Source: an optimization exercise on an open RTL-to-GDS flow (aim: small area and a short achievable clock period). Production flows keep margins and buffers that such runs may drop.
At most, simulation tests tie the RTL to the original design; equivalence was not proved.
Power figures rest on the tool's default switching activity, not on a simulated workload.

Design alu_32, start of the top module:
module alu_32
(
  input  logic              clk,
  input  logic              rst,
  input  logic [2:0]        ALU_OP,
  input  logic [alu_32_pkg::DATA_W-1:0] A,
  input  logic [alu_32_pkg::DATA_W-1:0] B,
  input  logic              C_I,
  output logic [alu_32_pkg::DATA_W-1:0] R,
  output logic              C_O
);
  logic bone_0;
  logic btwo_0;
  logic bneg_0;
  logic pp_0_0;
  logic pp_0_1;
  logic pp_0_2;
  logic pp_0_3;
  logic pp_0_4;
  logic pp_0_5;
  logic pp_0_6;
  logic pp_0_7;
  logic pp_0_8;
  logic pp_0_9;
  logic pp_0_10;
  logic pp_0_11;
  logic pp_0_12;
  logic pp_0_13;
  logic pp_0_14;
  logic pp_0_15;
  logic pp_0_16;
  logic pp_0_17;
  logic pp_0_18;
  logic pp_0_19;
  logic pp_0_20;
  logic pp_0_21;
  logic pp_0_22;
  logic pp_0_23;
  logic pp_0_24;
  logic pp_0_25;
  logic pp_0_26;
  logic pp_0_27;
  logic pp_0_28;
  logic pp_0_29;
  logic pp_0_30;
  logic pp_0_31;
  logic pp_0_32;
  logic bone_1;
  logic btwo_1;
  logic bneg_1;
  logic pp_1_0;
  logic pp_1_1;
  logic pp_1_2;
  logic pp_1_3;
  logic pp_1_4;
  logic pp_1_5;
  logic pp_1_6;
  logic pp_1_7;
  logic pp_1_8;
  logic pp_1_9;
  logic pp_1_10;
  logic pp_1_11;
  logic pp_1_12;
  logic pp_1_13;
  logic pp_1_14;
  logic pp_1_15;
  ...
Settings: LEC_CHECK=0, CAP_MARGIN=20, CORE_MARGIN=2, CORE_UTILIZATION=40, SETUP_SLACK_MARGIN=3.25, SLEW_MARGIN=20, SYNTH_HIERARCHICAL=1, SYNTH_MINIMUM_KEEP_SIZE=0, TNS_END_PERCENT=5; clock period 11.0 ns.
standard.sh (not shown) runs the stock make flow with config.mk's settings and CLKGATE_MAP_FILE= SYNTH_SCRIPT=/design/flow/synth_recipe.tcl, a recipe that flattens the netlist after the stock synthesis.
==> flow/flow/run.sh <==
#!/bin/bash
# Layout flow: the standard synthesis, then every combinational cell set to the
# smallest drive of its family (the layout's repair steps size up again where
# timing, slew or capacitance need it), then the standard layout steps with
# small port buffers. Each step's full output goes to a log file here.
set -euo pipefail
R=$PWD/orfs/results/$FLOW_PLATFORM/alu_32/base
LIB=$FLOW_HOME/platforms/$FLOW_PLATFORM/lib/sky130_fd_sc_hd__tt_025C_1v80.lib
EXTRA=()
[[ -f flow/extra.txt ]] && mapfile -t EXTRA < <(grep -v '^#' flow/extra.txt | grep .)
bash standard.sh "${EXTRA[@]}" "$R/1_2_yosys.v" > synth.log 2>&1
cp "$R/1_2_yosys.v" yosys_std.v
python3 flow/downsize.py "$LIB" yosys_std.v "$R/1_2_yosys.v" > downsize.log 2>&1
bash standard.sh "${EXTRA[@]}" finish > layout.log 2>&1
Other scripts of this flow, unchanged in this note and not shown: flow/flow/downsize.py, flow/flow/extra.txt
The first run went through all stages and came out clean.
Rerun with:
TNS_END_PERCENT = 0   (was 5)
Result: The changed run passed the timing, design-rule and antenna checks; wire length does not change; maximum frequency is unchanged; critical path depth does not change.
Rerun with:
CORE_UTILIZATION = 35   (was 40)
Effect: Wire length is higher by 2.9%; global-route usage went down by 3.0 points; first-iteration DRC count went down by 1.8%; cell area goes up by 1.4%; via count grows by 1.4%.
Rerun with:
CORE_UTILIZATION = 40   (was 35)
SETUP_SLACK_MARGIN = 3.15   (was 3.25)
Result: Die area went down by 12%. Non-clock buffer count went down by 12. Routed wire length went down by 3.5%.

---

## job 9299
Another version of the RTL of alu_32 (not shown whole).
Size in the first run: about 1500 cells after synthesis, ~100 I/O pins, roughly 14000 µm² of cells after synthesis.
==> flow/config.mk <==
export PLATFORM = sky130hd
export DESIGN_NAME = alu_32
export DESIGN_NICKNAME = alu_32
export VERILOG_FILES = /design/flow/design.v
export SDC_FILE = /design/flow/constraint.sdc
export NUM_CORES = 4
export LEC_CHECK = 0
export CAP_MARGIN = 20
export CORE_MARGIN = 2
export CORE_UTILIZATION = 40
export SETUP_SLACK_MARGIN = 3
export SLEW_MARGIN = 20
export SYNTH_HIERARCHICAL = 1
export SYNTH_MINIMUM_KEEP_SIZE = 0
==> flow/constraint.sdc <==
create_clock -name core_clock -period 11.0 [get_ports {clk}]
set_input_delay 2.2000 -clock core_clock [delete_from_list [all_inputs] [get_ports {clk}]]
set_output_delay 2.2000 -clock core_clock [all_outputs]
set_load 0.01 [all_outputs]
==> flow/flow/downsize.py <==
#!/usr/bin/env python3
"""Rewrite a mapped netlist so each combinational cell uses the smallest-area
variant of its cell family (same name without the _N drive suffix, same pins).
Flip-flops are left alone. The layout's repair steps upsize again where timing,
slew or capacitance need it.
usage: downsize.py LIBERTY NETLIST_IN NETLIST_OUT [dont_use ...]"""
import re
import sys

lib, src, dst = sys.argv[1:4]
dont = set(sys.argv[4:])
area = {}
pins = {}
cur = None
for line in open(lib):
    m = re.match(r'\s*cell\s*\(\s*"?([\w]+)"?\s*\)', line)
    if m:
        cur = m.group(1)
        pins[cur] = set()
        continue
    m = re.match(r'\s*area\s*:\s*([\d.]+)', line)
    if m and cur and cur not in area:
        area[cur] = float(m.group(1))
    m = re.match(r'\s*pin\s*\(\s*"?(\w+)"?\s*\)', line)
    if m and cur:
        pins[cur].add(m.group(1))

fam = {}
for c in area:
    m = re.match(r'(sky130_fd_sc_hd__\w+?)_(\d+)$', c)
    if m and c not in dont:
        fam.setdefault(m.group(1), []).append(c)

seq = re.compile(r'sky130_fd_sc_hd__(df|dl|sdf|edf|lpflow|probe|clkdly|dly|tap|fill|decap|conb)')
best = {}
for f, cs in fam.items():
    if seq.match(f):
        continue
    for c in cs:
        cands = [x for x in cs if pins[x] == pins[c]]
        best[c] = min(cands, key=lambda x: (area[x], x))

txt = open(src).read()
count = {}


def sub(m):
    c = m.group(1)
    b = best.get(c, c)
    if b != c:
        count[(c, b)] = count.get((c, b), 0) + 1
    return b + m.group(2)


txt = re.sub(r'\b(sky130_fd_sc_hd__\w+)(\s+[\\\w$.\[\]]+\s*\()', sub, txt)
open(dst, 'w').write(txt)
for (c, b), n in sorted(count.items()):
    print(f"{n:5d} {c} -> {b}")
==> flow/flow/extra.txt <==
# extra ORFS make variables, one per line
BUFFER_PORTS_ARGS=-buffer_cell sky130_fd_sc_hd__buf_2
Scripts as last shown in full above: flow/flow/run.sh
Job 9299: PASS, flow complete, no timing, DRC or antenna violations
Input changes introduced in job 5127 (baseline for comparison: job 9299):
--- a/flow/config.mk
+++ b/flow/config.mk
@@ -11 +11 @@
-export SETUP_SLACK_MARGIN = 3
+export SETUP_SLACK_MARGIN = 1.5
After detailed routing, job 9299 needs more wire than job 5127. Job 9299 → job 5127: post-route standard cell area excluding fillers fell 2300 µm²; first-pass GRT wire length moved down; logic gate share of total power went down. Global routing usage on met2: job 9299 and job 5127 compared, lower one is job 5127.
Input-level comparison between job 4994 and job 5127:
--- a/flow/flow/extra.txt
+++ b/flow/flow/extra.txt
@@ -2,0 +3 @@
+REMOVE_ABC_BUFFERS=1
Notes after the runs:
Job 4994 was carried through to the last stage, and its layout satisfied the timing, design-rule and antenna checks.
NOTE first-iteration DRC count job 5127->job 4994 increased by a few percent
[compare] base=job 5127 new=job 4994: maximum clock frequency fell 1.3%, time the final worst path needs with I/O delays and setup now larger, fraction of area in multi-input gates now sits higher, number of detailed-routing iterations run before antenna repair now sits lower, final worst-path setup slack saw a decrease.
Compare job 5127 and job 4994 | detailed-route vias per instance higher: job 5127
Re global-route usage: job 4994 is 0.18 points down on job 5127.
On design area, job 5127 loses to job 4994.
Looking at required time of the critical path, job 4994 sits 0.03 ns higher than job 5127 does.
Job 4994 vs. job 5127: non-clock buffer count went down by 3.
No run of this note included a check of the RTL's function; only the layout flow was run.

---

## job 2855
alu_32, a different RTL version from the one above (not shown whole).
For scale: roughly 100 I/O pins, ~0.015 sq mm of cells after synthesis.
Settings: LEC_CHECK=0, CAP_MARGIN=20, CORE_MARGIN=2, CORE_UTILIZATION=60, PLACE_DENSITY=0.7, SETUP_SLACK_MARGIN=3, SLEW_MARGIN=20, SYNTH_HIERARCHICAL=1, SYNTH_MINIMUM_KEEP_SIZE=0, TNS_END_PERCENT=0; clock period 11.0 ns.
==> flow/flow/extra.txt <==
# extra ORFS make variables, one per line
BUFFER_PORTS_ARGS=-buffer_cell sky130_fd_sc_hd__buf_2
REMOVE_ABC_BUFFERS=1
Scripts as last shown in full above: flow/flow/run.sh, flow/flow/downsize.py
[inputs] job 8744 vs job 2855
Settings: clearing PLACE_DENSITY, which used to be 0.7; swapping 60 for 40 in CORE_UTILIZATION; swapping 3 for 3.5 in SETUP_SLACK_MARGIN.
## What came out
Non-clock buffer count: job 8744 vs job 2855 up about 40%. Across both runs, switching fraction of total power was lower for job 8744 than for job 2855. Of the two values seen for end of the critical path, r_q[0] was produced by job 2855 and c_q by job 8744. NOTE core box area job 2855->job 8744 increased by more than half. In the floorplan summary, job 8744 is listed with a die area greater than that of job 2855. Measured against each other, job 8744 and job 2855 differ in fraction of power consumed by the clock network, the higher figure coming from job 2855. Comparing worst-case hold slack for job 8744 and job 2855, the smaller number came from job 8744. Compare job 8744 and job 2855 | upper clock frequency limit lower: job 2855. Comparing job 8744 against job 2855, there is no change at all in total of clock buffers placed in the layout.
For job 7917, these inputs were changed with respect to job 8744:
Settings: SETUP_SLACK_MARGIN: 3.5 -> 2.5.
==> comparison <==
Measured against job 8744, the fill cell instance count of the final layout of job 7917 comes out at 1.06 times the reference value. Between job 8744 and job 7917, the count of input and output buffers figures differ only marginally. Count of instances resized after the clock tree is built in job 7917 vs job 8744: down 115. Between job 7917 and job 8744, it is job 7917 whose proportion of cell area occupied by multi-input gates is higher, by 5.2 points. Worst-case vdd ir drop: job 7917 < job 8744. Compared to job 8744, job 7917 leaves more free space in the core. | clock distribution area overhead in the final layout | job 8744 vs job 7917 | ≈ equal |. Per the comparison of job 7917 with job 8744, average wire per cell in the routed design decreased about 3%, worst hold slack rose 0.0053 ns, number of buffers between clock root and the deepest sink level.
diff inputs: job 7917 => job 3895
Settings: changing SETUP_SLACK_MARGIN from 2.5 to 3.25.
--- outcome ---
- Job 3895 finished end to end and its layout was clean on timing, DRC and antenna.
- In the final design statistics, job 3895 uses more standard cells in total than job 7917.
- The slowest cell on the critical path comes out sky130_fd_sc_hd__fa_1 in one run and sky130_fd_sc_hd__o21ai_1 in the other, namely in job 3895 and job 7917 respectively.
- Job 3895 against job 7917; total wirelength of the detailed-routed design is up by a few percent.
- Layout overhead on the synthesized area was lower in job 7917 than in job 3895.
Relative to job 3895, the following input files were edited for job 7089:
Settings: a deleted TNS_END_PERCENT that had been 0; a change of SETUP_SLACK_MARGIN from 3.25 to 1.5.
[summary]
Job 7089 and job 3895 all finish clean.
Share of total power in the clock network essentially unchanged between job 3895 and job 7089.
Cmp job 7089 and job 3895 / data-path buffer share of cell area in the final layout / lower: job 7089
Worst max-slew margin expressed relative to the limit for job 7089: 12 points down relative to job 3895

---

v56:
alu_32 with an RTL version that a note above also has.
Size: roughly 1,700 cells after synthesis, roughly 100 I/O pins.
export LEC_CHECK = 0
export CAP_MARGIN = 20
export CORE_MARGIN = 2
export CORE_UTILIZATION = 40
export SETUP_SLACK_MARGIN = 3.4
export SLEW_MARGIN = 20
export SYNTH_HIERARCHICAL = 1
export SYNTH_MINIMUM_KEEP_SIZE = 0
export TNS_END_PERCENT = 0
create_clock -name core_clock -period 11.0 [get_ports {clk}]
Scripts as last shown in full above: flow/flow/run.sh, flow/flow/downsize.py, flow/flow/extra.txt
No stage failed in v56, and the final checks on the layout all came back clean.
> inputs changed (v56 -> v29)
# v56
export LEC_CHECK = 0
export CAP_MARGIN = 20
export CORE_MARGIN = 2
export CORE_UTILIZATION = 40
export SETUP_SLACK_MARGIN = 3.4
export SLEW_MARGIN = 20
export SYNTH_HIERARCHICAL = 1
export SYNTH_MINIMUM_KEEP_SIZE = 0
export TNS_END_PERCENT = 0
create_clock -name core_clock -period 11.0 [get_ports {clk}]
# v29
export LEC_CHECK = 0
export CAP_MARGIN = 20
export CORE_MARGIN = 2
export CORE_UTILIZATION = 50
export SETUP_SLACK_MARGIN = 3.25
export SLEW_MARGIN = 20
export SYNTH_HIERARCHICAL = 1
export SYNTH_MINIMUM_KEEP_SIZE = 0
export TNS_END_PERCENT = 0
create_clock -name core_clock -period 11.0 [get_ports {clk}]
==> comparison <==
v29 vs. v56: non-clock buffer count went down 15%, relative contribution of the clock network to total power saw an increase, net switching share of the total power has increased. v29 ended with less cell count along the critical path than v56. Routing usage on met2 delta for v29 relative to v56: 13 points higher. Post-route minimum period on v29 is behind v56.
What v39 does differently from v29 at the input level:
# v29
export LEC_CHECK = 0
export CAP_MARGIN = 20
export CORE_MARGIN = 2
export CORE_UTILIZATION = 50
export SETUP_SLACK_MARGIN = 3.25
export SLEW_MARGIN = 20
export SYNTH_HIERARCHICAL = 1
export SYNTH_MINIMUM_KEEP_SIZE = 0
export TNS_END_PERCENT = 0
create_clock -name core_clock -period 11.0 [get_ports {clk}]
# v39
export LEC_CHECK = 0
export CAP_MARGIN = 20
export CORE_MARGIN = 2
export CORE_UTILIZATION = 40
export PLACE_DENSITY = 0.7
export SETUP_SLACK_MARGIN = 3.25
export SLEW_MARGIN = 20
export SYNTH_HIERARCHICAL = 1
export SYNTH_MINIMUM_KEEP_SIZE = 0
export TNS_END_PERCENT = 0
create_clock -name core_clock -period 11.0 [get_ports {clk}]
### Flow results
v39 has less setup slack than v29. Between v39 and v29, the die area is higher for v39. The lower relative area of non-clock buffer cells in the final design came out of v39. Any difference in sequential power between v39 and v29 is small enough to ignore. When v39 is measured against v29, its weighted congestion reported at the end of routability-driven placement turns out 0.026 higher. v29 has a higher sum of met2 wire segment lengths after detailed routing than v39. Compared with v29, in v39 area of the core region moved up, cell-internal power level.

---

## lane 2
Another version of the RTL of alu_32 (not shown whole).
Size in the first run: ~100 I/O pins, roughly 15,000 um2 of cells after synthesis.
==> flow/config.mk <==
export PLATFORM = sky130hd
export DESIGN_NAME = alu_32
export DESIGN_NICKNAME = alu_32
export VERILOG_FILES = /design/flow/design.v
export SDC_FILE = /design/flow/constraint.sdc
export NUM_CORES = 4
export LEC_CHECK = 0
export CAP_MARGIN = 20
export CORE_MARGIN = 2
export CORE_UTILIZATION = 40
export SETUP_SLACK_MARGIN = 3
export SLEW_MARGIN = 20
export SYNTH_HIERARCHICAL = 1
export SYNTH_MINIMUM_KEEP_SIZE = 0
export TNS_END_PERCENT = 0
==> flow/constraint.sdc <==
create_clock -name core_clock -period 11.0 [get_ports {clk}]
set_input_delay 2.2000 -clock core_clock [delete_from_list [all_inputs] [get_ports {clk}]]
set_output_delay 2.2000 -clock core_clock [all_outputs]
set_load 0.01 [all_outputs]
Scripts as last shown in full above: flow/flow/run.sh, flow/flow/downsize.py, flow/flow/extra.txt
## Diff of input files: lane 4 against lane 2
# lane 2
export LEC_CHECK = 0
export CAP_MARGIN = 20
export CORE_MARGIN = 2
export CORE_UTILIZATION = 40
export SETUP_SLACK_MARGIN = 3
export SLEW_MARGIN = 20
export SYNTH_HIERARCHICAL = 1
export SYNTH_MINIMUM_KEEP_SIZE = 0
export TNS_END_PERCENT = 0
create_clock -name core_clock -period 11.0 [get_ports {clk}]
# lane 4
export LEC_CHECK = 0
export CAP_MARGIN = 20
export CORE_MARGIN = 2
export CORE_UTILIZATION = 40
export SETUP_SLACK_MARGIN = 3.25
export SLEW_MARGIN = 20
export SYNTH_HIERARCHICAL = 1
export SYNTH_MINIMUM_KEEP_SIZE = 0
export TNS_END_PERCENT = 0
create_clock -name core_clock -period 11.0 [get_ports {clk}]
==> comparison <==
Every stage of the flow completed for lane 4, and the final layout passed the timing, design-rule and antenna checks.
Average wire per standard cell was lower in lane 2 than in lane 4.
Fraction of power consumed by the clock network of lane 4 is on par with lane 2.
As far as total of clock buffers placed in the layout goes, lane 4 and lane 2 are indistinguishable; the numbers are identical.
The global-route total usage across every layer on lane 2 is in line with that on lane 4.
No functional check of the RTL was part of any run of this note.

-- separate check: timing with driven ports --
Ports are ideal in the flow. The routed layouts listed here were re-timed in OpenROAD. Step 1 (the two cells are an assumption about what drives the block):
set clk [get_ports {clk}]
set_driving_cell -lib_cell sky130_fd_sc_hd__clkbuf_16 $clk
set_driving_cell -lib_cell sky130_fd_sc_hd__buf_2 [delete_from_list [all_inputs] $clk]
Step 2 moves the port delays by t, midway between the first and last clock arrival at a register: inputs arrive t later, outputs are due t later. That takes back most of the time a late clock gives input paths. Three values: ideal, step 1, step 2; two values: the first two.
run | t (ns) | slack for setup (ns) | clock arrival spread, ns | worst data-port slew with drivers (ns) | pins driven straight from the clock port
the first run of note 1 | 0.343 | 3.500 / 3.484 / 3.141 | 0.017 / 0.016 | 0.06 | 1
the second run of note 1 | 0.343 | 3.500 / 3.484 / 3.141 | 0.017 / 0.016 | 0.06 | 1
the third run of note 1 | 0.338 | 3.418 / 3.434 / 3.096 | 0.020 / 0.020 | 0.11 | 1
the fourth run of note 1 | 0.343 | 3.396 / 3.394 / 3.051 | 0.015 / 0.014 | 0.06 | 1
job 9299 | 0.304 | 2.914 / 2.793 / 2.488 | 0.003 / 0.003 | 0.21 | 1
job 5127 | 0.311 | 2.019 / 2.022 / 1.711 | 0.009 / 0.009 | 0.07 | 1
job 4994 | 0.339 | 1.900 / 1.918 / 1.580 | 0.009 / 0.009 | 0.12 | 1
job 2855 | 0.330 | 3.176 / 3.187 / 2.857 | 0.006 / 0.006 | 0.14 | 1
job 8744 | 0.322 | 3.516 / 3.412 / 3.091 | 0.013 / 0.013 | 0.27 | 1
job 7917 | 0.321 | 2.769 / 2.785 / 2.465 | 0.013 / 0.013 | 0.12 | 1
job 3895 | 0.321 | 3.414 / 3.275 / 2.955 | 0.013 / 0.013 | 0.18 | 1
job 7089 | 0.321 | 2.378 / 2.309 / 1.988 | 0.013 / 0.013 | 0.10 | 1
v56 | 0.343 | 3.567 / 3.521 / 3.178 | 0.014 / 0.014 | 0.09 | 1
v29 | 0.336 | 3.452 / 3.453 / 3.118 | 0.011 / 0.011 | 0.09 | 1
v39 | 0.334 | 3.411 / 3.432 / 3.098 | 0.012 / 0.012 | 0.09 | 1
lane 2 | 0.349 | 3.259 / 3.272 / 2.922 | 0.012 / 0.011 | 0.09 | 1
lane 4 | 0.353 | 3.469 / 3.470 / 3.117 | 0.013 / 0.012 | 0.10 | 1
After both steps setup and hold are still met in every run listed. The setup slack of job 3895, which loses most, moves by -0.139 ns with the drivers and by -0.459 ns with both steps.
